Background: an optimization exercise with open tools, aiming at small area and few clock cycles per item. Do not read the settings as production practice. In this exercise RTL edits were held to simulation tests only and were not proved equivalent to the original. Power figures rest on the tool's default switching activity, not on a simulated workload.

Setup of job 8894:
==> flow/design.v (excerpt) <==
module cell_hist_accum #(
  parameter int IMAGE_WIDTH        = 64,
  parameter int IMAGE_HEIGHT       = 480,
  parameter int CELL_ROW_PIXELS    = 8,
  parameter int CELL_COLUMN_PIXELS = 8,
  parameter int BIN_WIDTH          = 14,
  parameter int BINS               = 9,
  parameter int MAG_WIDTH          = 8,
  parameter int HISTOGRAM_WIDTH    = BIN_WIDTH*(BINS+1)
) (
  input  logic                       clk,
  input  logic                       rst,
  input  logic                       in_valid,
  output logic                       in_ready,
  input  logic [3:0]                 bin_index,
  input  logic [MAG_WIDTH-1:0]       magnitude,
  output logic                       out_valid,
  input  logic                       out_ready,
  output logic [HISTOGRAM_WIDTH-1:0] cell_histogram,
  output logic                       out_last
);
export LEC_CHECK = 0
export CAP_MARGIN = 20
export CORE_MARGIN = 2
export CORE_UTILIZATION = 65
export SLEW_MARGIN = 20
export SYNTH_HIERARCHICAL = 1
create_clock -name core_clock -period 6.0 [get_ports {clk}]
standard.sh (not shown) runs the stock make flow with config.mk's settings and CLKGATE_MAP_FILE= SYNTH_SCRIPT=/design/flow/synth_recipe.tcl, a recipe that flattens the netlist after the stock synthesis.
==> flow/flow/run.sh <==
#!/bin/bash
# The standard layout (standard.sh, unchanged synthesis, floorplan, power grid and
# routing), with two changes: the port buffers are the smallest buffer cell, and
# clock tree synthesis inserts no dummy loads.
set -euo pipefail
export BUFFER_PORTS_ARGS="-buffer_cell sky130_fd_sc_hd__buf_1"
export CTS_ARGS="-sink_clustering_enable -repair_clock_nets -dont_use_dummy_load -buf_list sky130_fd_sc_hd__clkbuf_16 -sink_clustering_size 30 -sink_clustering_max_diameter 60"
bash standard.sh > standard.log 2>&1
Testbench counts of job 8894, summed over its fixed seeds: cycles 491,712, pixels 491,520.
For job 7360, these inputs were changed with respect to job 8894:
Settings: setting GPL_TIMING_DRIVEN to 0 for the first time; changing CORE_UTILIZATION from 65 to 55.
--- a/flow/flow/run.sh
+++ b/flow/flow/run.sh
@@ -5,4 +5,4 @@
 set -euo pipefail
 export BUFFER_PORTS_ARGS="-buffer_cell sky130_fd_sc_hd__buf_1"
-export CTS_ARGS="-sink_clustering_enable -repair_clock_nets -dont_use_dummy_load -buf_list sky130_fd_sc_hd__clkbuf_16 -sink_clustering_size 30 -sink_clustering_max_diameter 60"
+export CTS_ARGS="-sink_clustering_enable -repair_clock_nets -dont_use_dummy_load -buf_list sky130_fd_sc_hd__clkbuf_4 -sink_clustering_size 10 -sink_clustering_max_diameter 35"
 bash standard.sh > standard.log 2>&1
==> summary.txt <==
Worst endpoint required time: job 7360 vs job 8894 up 0.34 ns. Relative to job 8894, the slack of the critical path of job 7360 is lower by 0.12 ns. Changes observed in job 7360 relative to job 8894: die height up 8.6%; met3 demand-to-capacity share in global routing climbed 0.77 points; final cell area excluding filler cells now larger. On global-route wire length before repair, the lower figure sits with job 8894, not job 7360.
### job 7360 -> job 1476
Settings: GPL_TIMING_DRIVEN no longer set, was 0; CORE_UTILIZATION now 70, was 55.
--- a/flow/flow/run.sh
+++ b/flow/flow/run.sh
@@ -5,4 +5,4 @@
 set -euo pipefail
 export BUFFER_PORTS_ARGS="-buffer_cell sky130_fd_sc_hd__buf_1"
-export CTS_ARGS="-sink_clustering_enable -repair_clock_nets -dont_use_dummy_load -buf_list sky130_fd_sc_hd__clkbuf_4 -sink_clustering_size 10 -sink_clustering_max_diameter 35"
+export CTS_ARGS="-sink_clustering_enable -repair_clock_nets -dont_use_dummy_load -buf_list sky130_fd_sc_hd__clkbuf_4 -sink_clustering_size 13 -sink_clustering_max_diameter 30"
 bash standard.sh > standard.log 2>&1
Results
Going from job 7360 to job 1476, number of stages on the worst setup path level; maximum frequency moved up. In job 1476, the wire length of the first global-routing pass came out 1.5 mm below the value in job 7360. Between job 7360 and job 1476, area growth from synthesis to layout decreased. Job 1476 vs job 7360: cell row count down. The number of global-route vias before repair on job 1476 is in line with that on job 7360.
Edits applied to the flow inputs when going from job 1476 to job 3321:
--- a/flow/flow/run.sh
+++ b/flow/flow/run.sh
@@ -5,4 +5,4 @@
 set -euo pipefail
 export BUFFER_PORTS_ARGS="-buffer_cell sky130_fd_sc_hd__buf_1"
-export CTS_ARGS="-sink_clustering_enable -repair_clock_nets -dont_use_dummy_load -buf_list sky130_fd_sc_hd__clkbuf_4 -sink_clustering_size 13 -sink_clustering_max_diameter 30"
+export CTS_ARGS="-sink_clustering_enable -repair_clock_nets -dont_use_dummy_load -buf_list sky130_fd_sc_hd__clkbuf_4 sky130_fd_sc_hd__clkbuf_8 -sink_clustering_size 12 -sink_clustering_max_diameter 40"
 bash standard.sh > standard.log 2>&1
Findings:
- Re share of flip-flops with an asynchronous set or reset after synthesis: no difference whatsoever between job 1476 and job 3321.
- Comparing job 3321 against job 1476, there is no change at all in pre-CTS setup slack.
- Standard-cell row count: job 3321 vs job 1476 identical
- Job 3321 did not finish; the tool stopped in 4_1_cts with error STA-0564.
- Basic-gate share of the synthesized area counting and, or, nand and nor cells came out exactly the same in job 3321 and job 1476.
What job 196 does differently from job 3321 at the input level:
Settings: changing CORE_UTILIZATION from 70 to 75.
==> flow/flow/run.sh <==
#!/bin/bash
# The standard layout (standard.sh, unchanged synthesis, floorplan, power grid and
# routing), with two changes: the port buffers are the smallest buffer cell, and
# clock tree synthesis inserts no dummy loads.
set -euo pipefail
export BUFFER_PORTS_ARGS="-buffer_cell sky130_fd_sc_hd__buf_1"
export CTS_ARGS="-sink_clustering_enable -repair_clock_nets -dont_use_dummy_load -buf_list sky130_fd_sc_hd__clkbuf_4 -sink_clustering_size 12 -sink_clustering_max_diameter 40"
bash standard.sh > standard.log 2>&1
[summary]
Both conditions hold for job 196: the flow ran to the end and the final layout passed the timing, design-rule and antenna checks. Relative to job 3321, post-DP HPWL increased by about 5.4% in job 196. Compared with job 3321, job 196 shows a lower number of placed instances with taps included. As far as cell area reported after detailed placement is concerned, job 196 and job 3321 perform about the same. Routability congestion estimate: job 196 < job 3321. Re xor-xnor portion of the synthesized cell area: no difference whatsoever between job 196 and job 3321. Diff job 3321..job 196 | synthesized area | unchanged.
[inputs] job 1853 vs job 196
Settings: a change of CORE_UTILIZATION from 75 to 65.
--- a/flow/flow/run.sh
+++ b/flow/flow/run.sh
@@ -5,4 +5,4 @@
 set -euo pipefail
 export BUFFER_PORTS_ARGS="-buffer_cell sky130_fd_sc_hd__buf_1"
-export CTS_ARGS="-sink_clustering_enable -repair_clock_nets -dont_use_dummy_load -buf_list sky130_fd_sc_hd__clkbuf_4 -sink_clustering_size 12 -sink_clustering_max_diameter 40"
+export CTS_ARGS="-sink_clustering_enable -repair_clock_nets -dont_use_dummy_load -buf_list sky130_fd_sc_hd__clkbuf_8 -sink_clustering_size 18 -sink_clustering_max_diameter 50"
 bash standard.sh > standard.log 2>&1
### Flow results
Summary — core utilization, job 1853 relative to job 196: lower, by 10 points.
Diff job 196 -> job 1853: via count shows a reduction of about 3.3%, met1 track demand over resource lost 4.5 points, inserted tap cell count now larger, total power consumption of the routed design went up about 2.7%, sequential share of layout area saw a decrease.
Job 1853 against job 196: count of clock-net buffers in the final layout moved down, cell count after placement moved up.
Between job 1853 and job 196, the multi-input logic area figures differ only marginally.

afterwards: timing with drivers on the ports:
No port has a modelled driver above. Below, the same layouts with a new extraction and two added sets of constraints. Step 1 sets driving cells, clkbuf_16 on the clock port and buf_2 on the other inputs (assumed; they add their load-dependent delay and slew). Step 2 also shifts input and output timing later by t, the mid clock arrival at the registers, as if the neighbouring blocks saw the same clock. a / b / c = ideal / step 1 / step 2; a / b = the first two.
run	t, ns	setup WS [ns]	worst data-port slew with drivers (ns)
job 8894	0.659	0.269 / 0.269 / 0.269	0.04
job 7360	0.973	0.146 / 0.146 / 0.143	0.05
job 1476	0.994	0.242 / 0.242 / 0.242	0.04
job 196	0.967	0.238 / 0.238 / 0.238	0.03
job 1853	0.709	0.290 / 0.290 / 0.290	0.04
After both steps every run listed still meets setup and hold. The setup slack of job 7360, which loses most, moves by 0.000 ns with the drivers and by -0.003 ns with both steps.
